Background: an optimization exercise with open tools, aiming at small area and a short achievable clock period. Do not read the settings as production practice.
No run shown here included a check of the RTL's function; only the layout flow was run.
Power figures rest on the tool's default switching activity, not on a simulated workload.

==> flow/design.v, too long to show whole: its modules and the start of the top module <==
// module conv_kernel_regs: 33 lines
// module conv3x3_mac_stage: 1749 lines
module conv3x3_mac_stage
#(
    parameter int N     = 32,
    parameter int SHIFT = 4
) (
    input  logic        clk,
    input  logic        rst,
    input  logic        data_load,
    input  logic [71:0] window,
    input  logic        frame_start,
    input  logic        coef_we,
    input  logic [3:0]  coef_addr,
    input  logic [7:0]  coef_data,
    output logic [7:0]  pix_o,
    output logic        valid_o,
    output logic        frame_done_o
);
  // ...
==> flow/run.sh <==
#!/bin/bash
# synth_recipe.tcl (not shown) runs the flow's synth.tcl, then flattens the netlist and writes it again
# the make line also repeats each setting of config.mk as NAME=value (left out here)
make -C /OpenROAD-flow-scripts/flow DESIGN_CONFIG=/design/flow/config.mk WORK_HOME=/design/flow/orfs CLKGATE_MAP_FILE= SYNTH_SCRIPT=/design/flow/synth_recipe.tcl finish
==> flow/config.mk <==
export PLATFORM = sky130hd
export DESIGN_NAME = conv3x3_mac_stage
export DESIGN_NICKNAME = conv3x3_mac_stage
export VERILOG_FILES = /design/flow/design.v
export SDC_FILE = /design/flow/constraint.sdc
export NUM_CORES = 4
export LEC_CHECK = 0
export CAP_MARGIN = 20
export CORE_MARGIN = 2
export CORE_UTILIZATION = 40
export SLEW_MARGIN = 20
==> flow/constraint.sdc <==
create_clock -name core_clock -period 6.0 [get_ports {clk}]
set_input_delay 1.2000 -clock core_clock [delete_from_list [all_inputs] [get_ports {clk}]]
set_output_delay 1.2000 -clock core_clock [all_outputs]
set_load 0.01 [all_outputs]
==> results.py, run 1 <==
metrics = {
    "power_and_ir_drop": {
        "power_frac_clock_pct": 40.0,
        "vdd_drop_max_uv": 192,
        "p_sw_share_pct": 29.7,
    },
    "worst_setup_path": {
        "crit_path_max_fanout": 9,
        "startpoint": "u_coef.coef[19]",
        "crit_top_cell": "fa_1",
        "reg2reg_from": "u_coef.coef[19]",
        "path_cells": "a222oi_1, fa_1, fa_1, inv_1, fa_1, inv_1, fa_1",
        "end_kind": "register",
    },
    "place": {
        "portBuffers": 98,
        "postPlaceCellArea_um2": 25600,
        "dp.cells": 3058,
    },
    "timing": {
        "clock_skew_ps": 50.8,
        "hold_violations": 0,
        "final.min_clock_period_ps": 3720,
        "fmax_ghz": 0.269,
        "finalSetupViolCount": 0,
    },
    "routing": {
        "wire_per_inst_um": 28.1,
        "drt-met1-wl_um": 34900,
        "drt-total-wl_um": 88300,
    },
    "cells_and_area": {
        "layout.nets": 2821,
        "seq_cell_count": 376,
        "multi_input_area_um2": 14000,
        "final_cell_mix": "inv_1, dfxtp_1, fa_1",
        "post-route-util_pct": 44.9,
    },
    "global_routing": {
        "grt_pass1_wl_um": 128000,
        "top_usage_layer": "met2",
        "grt_util_met1_pct": 36.0,
        "grt_max_degree": 45,
    },
    "synthesis": {
        "synth_edf_count": 0,
        "synth_cell_type_count": 53,
        "ys_top_cells_by_count": "inv_1, dfxtp_1, fa_1, a222oi_1, clkbuf_1",
        "synth-compound-area-share_pct": 14.5,
        "syn-mean-instance-area_um2": 10.2,
        "yosysTopAreaCell": "dfxtp_1",
        "synth_top_area_share_pct": 30.8,
    },
    "clock_tree": {
        "cts_made_buffers": 44,
        "clkTransAtPathRegs_ps": 60,
        "clk_latency_ps": 620,
    },
    "run_status": {
        "status": "no timing/DRC/antenna violations",
    },
    "floorplan": {
        "core_area_um2": 60400,
        "die_h_um": 251,
    },
}
==> inputs of run 2 (changes only) <==
--- a/flow/design.v
+++ b/flow/design.v
@@ -54,17 +54,17 @@
     input  logic [7:0]  coef_data,
     output logic [7:0]  pix_o,
     output logic        valid_o,
     output logic        frame_done_o
 );
     localparam int CW = $clog2(N);
     logic [CW-1:0] col, row;
     logic          last;
-    logic [3:0] vpipe;
+    logic [2:0] vpipe;
     logic [71:64]   win_q;
     logic [71:0]   coef_q;
     logic [35:0]   psum_q;
     logic [8:0] c1x_0, c2x_0, psum_0;
     logic [8:0] c1x_1, c2x_1, psum_1;
     logic [8:0] c1x_2, c2x_2, psum_2;
     logic [8:0] c1x_3, c2x_3, psum_3;
     logic sa_0_0;
@@ -895,17 +895,16 @@
     logic fs697;
     logic fc698;
     logic fs699;
     logic fc700;
     logic fs701;
     logic fc702;
     logic fs703;
     logic fc704;
-    logic [36:0] pr1;
     logic [19:0] sx;
     logic [19:0] sy;
     logic [19:0] fsum;
     conv_kernel_regs #(.SHIFT(SHIFT)) u_coef (
         .clk  (clk),
         .rst  (rst),
         .we   (coef_we),
         .addr (coef_addr),
@@ -1656,18 +1655,18 @@
     assign fs697 = fs641 ^ fc666 ^ fs667;
     assign fc698 = (fs641 & fc666) | (fs641 & fs667) | (fc666 & fs667);
     assign fs699 = fc642 ^ fs669 ^ fc668;
     assign fc700 = (fc642 & fs669) | (fc642 & fc668) | (fs669 & fc668);
     assign fs701 = hc646 ^ fs671 ^ fc670;
     assign fc702 = (hc646 & fs671) | (hc646 & fc670) | (fs671 & fc670);
     assign fs703 = pr0[89] ^ hs673 ^ fc672;
     assign fc704 = (pr0[89] & hs673) | (pr0[89] & fc672) | (hs673 & fc672);
-    assign sx = {1'b1, pr1[35], pr1[33], pr1[31], pr1[29], pr1[27], pr1[25], pr1[23], pr1[21], pr1[19], pr1[17], pr1[15], pr1[13], pr1[11], pr1[9], pr1[7], pr1[5], pr1[3], pr1[2], pr1[0]};
-    assign sy = {1'b0, pr1[36], pr1[34], pr1[32], pr1[30], pr1[28], pr1[26], pr1[24], pr1[22], pr1[20], pr1[18], pr1[16], pr1[14], pr1[12], pr1[10], pr1[8], pr1[6], pr1[4], 1'b0, pr1[1]};
+    assign sx = {1'b1, fc704, fc702, fc700, fc698, fc696, fc694, fc692, fc690, fc688, fc686, fc684, fc682, fc680, fc678, hc676, hs675, pr0[3], pr0[2], pr0[0]};
+    assign sy = {1'b0, hc674, fs703, fs701, fs699, fs697, fs695, fs693, fs691, fs689, fs687, fs685, fs683, fs681, fs679, fs677, pr0[7], pr0[4], 1'b0, pr0[1]};
     assign fsum = ~sx + ~sy;
     assign last = (col == CW'(N-1)) && (row == CW'(N-1));
     always_ff @(posedge clk) begin
         if (!rst) begin
             col          <= '0;
             row          <= '0;
             vpipe        <= '0;
             valid_o      <= 1'b0;
@@ -1676,18 +1675,18 @@
             if (frame_start) begin
                 col <= '0;
                 row <= '0;
             end else if (data_load) begin
                 col <= (col == CW'(N-1)) ? '0 : col + 1'b1;
                 if (col == CW'(N-1)) row <= last ? '0 : row + 1'b1;
             end
             frame_done_o <= data_load && !frame_start && last;
-            vpipe        <= {vpipe[2:0], data_load && !frame_start && (row >= CW'(2)) && (col >= CW'(2))};
-            valid_o      <= vpipe[3];
+            vpipe        <= {vpipe[1:0], data_load && !frame_start && (row >= CW'(2)) && (col >= CW'(2))};
+            valid_o      <= vpipe[2];
         end
     end
     always_ff @(posedge clk) begin
         win_q[71:64] <= window[71:64];
         sa_0_0 <= window[0] & ~window[8];
         sb_0_0 <= ~window[0] & window[8];
         sc_0_0 <= window[0] & window[8];
         sa_0_1 <= window[16] & ~window[24];
@@ -1779,12 +1778,11 @@
         sc_7_1 <= window[23] & window[31];
         sa_7_2 <= window[39] & ~window[47];
         sb_7_2 <= ~window[39] & window[47];
         sc_7_2 <= window[39] & window[47];
         sa_7_3 <= window[55] & ~window[63];
         sb_7_3 <= ~window[55] & window[63];
         sc_7_3 <= window[55] & window[63];
         pr0 <= {fc566, fc564, fs565, fc562, fs561, fc554, fc552, fs559, fs553, fc548, fc546, fs551, fs549, fc544, fs547, fc542, fs545, fc442, fs449, fs447, fs543, fs541, fc540, fc434, fs441, fc432, fs539, fc538, fs433, fc426, fc424, fs431, fc422, fs429, fs537, fc536, fs425, fs423, fc418, fc416, fs421, fc414, fs535, fc534, fc532, fs417, fs415, fc410, fs413, fc408, fs303, fs533, fs531, fc530, fc528, fc526, fs409, fs407, fc402, fs529, fs527, fs525, fc524, fc522, fc520, fs401, fs523, fs521, fs519, fc516, fc514, fs515, fc508, fs513, fc506, fs511, fs509, fs507, fc498, fs505, fs503, fc496, fs497, fc486, fs495, fs485, fs483, fs473, fs463, fs461};
-        pr1 <= {hc674, fc704, fs703, fc702, fs701, fc700, fs699, fc698, fs697, fc696, fs695, fc694, fs693, fc692, fs691, fc690, fs689, fc688, fs687, fc686, fs685, fc684, fs683, fc682, fs681, fc680, fs679, fc678, fs677, hc676, pr0[7], hs675, pr0[4], pr0[3], pr0[2], pr0[1], pr0[0]};
         pix_o <= conv_pkg::clamp_u8(fsum);
     end
 endmodule
==> results.py, run 2 <==
metrics = {
    "run_status": {
        "status": "no timing/DRC/antenna violations",
    },
    "global_routing": {
        "gr-usage-all-layers_pct": 28.5,
        "grt_util_met1_pct": 36.8,
        "first_global_vias": 18063,
        "grt_pass1_wl_um": 123000,
        "met3_usage_pct": 6.87,
        "antenna_found_initial": 1,
        "grt_max_degree": 51,
        "overflow": 0,
        "use_met2_pct": 45.2,
        "top_usage_layer": "met2",
    },
    "clock_tree": {
        "clockBufferDepth": 3,
        "cts_made_buffers": 40,
        "root_buffer": "clkbuf_16",
        "clk_latency_ps": 580,
        "cts_setup_buffers": 0,
        "clkTransAtPathRegs_ps": 60,
        "h-tree-depth": 2,
        "ctsHoldBuffers": 0,
        "cts_sinks": 338,
        "cts_resized": 0,
        "cts_tree": "yes",
    },
    "power_and_ir_drop": {
        "p_total_mw": 6.62,
        "leakagePower_nw": 11.6,
        "p_switching_mw": 2.12,
        "p_per_area_nw_per_um2": 255,
        "vdd_drop_max_uv": 245,
        "pwr-share-comb_pct": 24.4,
        "p_seq_share_pct": 38.3,
        "power_frac_clock_pct": 37.3,
        "p_sw_share_pct": 31.9,
        "p_int_mw": 4.51,
    },
    "timing": {
        "fmax_ghz": 0.230,
        "clock_skew_ps": 23.9,
        "hold_violations": 0,
        "fin_tns_setup_ps": 0,
        "drv_slew": 0,
        "finalSetupViolCount": 0,
        "final.min_clock_period_ps": 4360,
        "relSlewSlack_pct": 19.0,
        "worstMarginPinSlew_ps": 1210,
        "rsz0062_at_grt": "no",
        "fin_crit_sh_pct": 72.6,
    },
    "synthesis": {
        "synth_ff_type": "dfxtp_1",
        "netlist_area_um2": 23600,
        "synth_seq_cells": 338,
        "synth_nets": 2838,
        "synth_top_area_share_pct": 28.7,
        "synth_most_common_cell": "inv_1",
        "yosysTopAreaCell": "dfxtp_1",
        "synth_edf_count": 0,
        "ys_top_cells_by_count": "inv_1, dfxtp_1, fa_1, a222oi_1, clkbuf_1",
        "synth_area_leaders": "dfxtp_1, fa_1, a222oi_1",
        "seq_area_frac_synth_pct": 28.7,
        "synth_cell_type_count": 60,
        "postSynth.asyncResetShare_pct": 0,
        "syn-mean-instance-area_um2": 10.1,
        "yosys_warnings": 2,
        "syn_inst": 2340,
    },
    "routing": {
        "vias": 17830,
        "antenna_left": 0,
        "drt_first_pass_iters": 15,
        "drt_iter0_drc": 3809,
        "drc_errors": 0,
        "viasPerCell": 5.84,
        "drt-total-wl_um": 86500,
        "wire_per_inst_um": 28.3,
    },
    "cells_and_area": {
        "top_register": "pr0",
        "largest_reg_flops": 90,
        "drive_gt1_share_pct": 3.84,
        "syn2layout_area_growth_pct": 10.4,
        "final_cell_mix": "inv_1, dfxtp_1, fa_1",
        "layout.nets": 2760,
        "n_antenna_cell": 0,
        "top_regs": "pr0 x90, u_coef.coef x72, u_coef.psum x36",
        "final_common_cell": "inv_1",
    },
    "worst_setup_path": {
        "crit_path_max_fanout": 8,
        "start_kind": "register",
        "cp.arrival_ps": 4770,
        "required_ps": 6420,
        "critPathKind": "reg2reg",
        "end_kind": "register",
    },
    "floorplan": {
        "die_h_um": 247,
        "rows": 88,
        "core_area_um2": 57900,
        "pin_count": 99,
        "initial_utilization_pct": 40.7,
        "die_width_um": 247,
        "die_area_um2": 60900,
    },
    "place": {
        "portBuffers": 98,
        "dp_hpwl_um": 70600,
        "routabilityCongestion": 1.07,
    },
    "job": {
        "timing.max_cap.violations": 0,
    },
    "worst_hold_path": {
        "hold_class": "reg2reg",
    },
}
[run 2: cell families (layout without fill, tap and decap cells)]
kind of cell	Yosys count	in the layout	synth area share (%)
simple gates	385	385	8.98
buf+inv	717	667	11.4
xor+xnor	25	25	0.929
mux	74	74	3.20
flops	338	338	28.7
fa+ha+maj	409	409	32.0
compound gates	392	392	14.8
[run 2: final timing paths]
path	startpoint	to	slack [ps]	cells after the start
max	pr0[39]	pix_o[5]	1640	14
min	vpipe[0]	vpipe[1]	430	1
max reg2reg	pr0[39]	pix_o[5]	1640	14
min reg2reg	vpipe[0]	vpipe[1]	430	1
[run 2: worst max-delay path: stages, from the launching register on]
cell	delay [ps]
dfxtp_1	310
inv_1	50
fa_1	460
fa_1	540
inv_1	50
fa_1	500
fa_1	540
inv_1	40
ha_1	390
inv_2	100
o31ai_4	290
nand2_2	150
a31o_2	270
a22oi_2	330
a32oi_1	180
[run 2: area by class of cell]
type                       count  area (um2)
sequential                   338        6770
tap                          765         957
multi-input combinational   1285       14100
clock buffer                  47        1070
timing repair buffer         100         991
inverter                     497        1870
clock inverter                23         273
fill                        5530       31900
[run 2: power groups by stage]
stage	Clock [mW]	Sequential [mW]	Combinational (mW)
floorplan	0	2.44	1.21
global placement	0	2.57	1.57
detailed placement	0	2.57	1.61
CTS	2.53	2.52	1.63
global route	2.62	2.54	1.80
finish	2.47	2.54	1.62
[run 2: per-stage QoR]
step,cells,hold slack (ps),worst slack (ps),utilization [%],cell area (um2)
global placement,2985,418,1820,42.6,24700
CTS,3055,438,1630,44.9,26000
global route,3055,456,1350,44.9,26000
finish,3055,433,1640,44.9,26000
floorplan,2340,412,1990,-,23600
detailed placement,2985,423,1680,42.6,24700
[run 2: metal layers]
metal  share of wire (%)  wire length (um)  vias up
met2                  44             38100     1074
met3                 9.7              8410      233
met4                 5.7              4970        0
met5                   0                 0        -
met1                  41             35000     8883
li1                    -                 -     7640

static timing again, ports no longer ideal:
In the flow no input, the clock included, has a driving cell. The finished layouts below were timed again as built, in two steps. Step 1 sets driving cells, clkbuf_16 on the clock port and buf_2 on the other inputs (assumed; they add their load-dependent delay and slew). Step 2 moves the port delays by t, midway between the first and last clock arrival at a register: inputs arrive t later, outputs are due t later. That takes back most of the time a late clock gives input paths. a / b / c = no drivers / after step 1 / after step 2; a / b = the first two.
run	shift t [ns]	setup slack, ns	hold slack, ns	latest minus earliest clock arrival (ns)
run 1	0.650	2.278 / 2.278 / 2.078	0.325 / 0.325 / 0.325	0.062 / 0.062
run 2	0.627	1.643 / 1.643 / 1.643	0.433 / 0.433 / 0.433	0.024 / 0.024
After both steps every run listed still meets setup and hold. For run 1, which loses most, drivers alone change the setup slack by 0.000 ns; drivers and shift together by -0.200 ns.
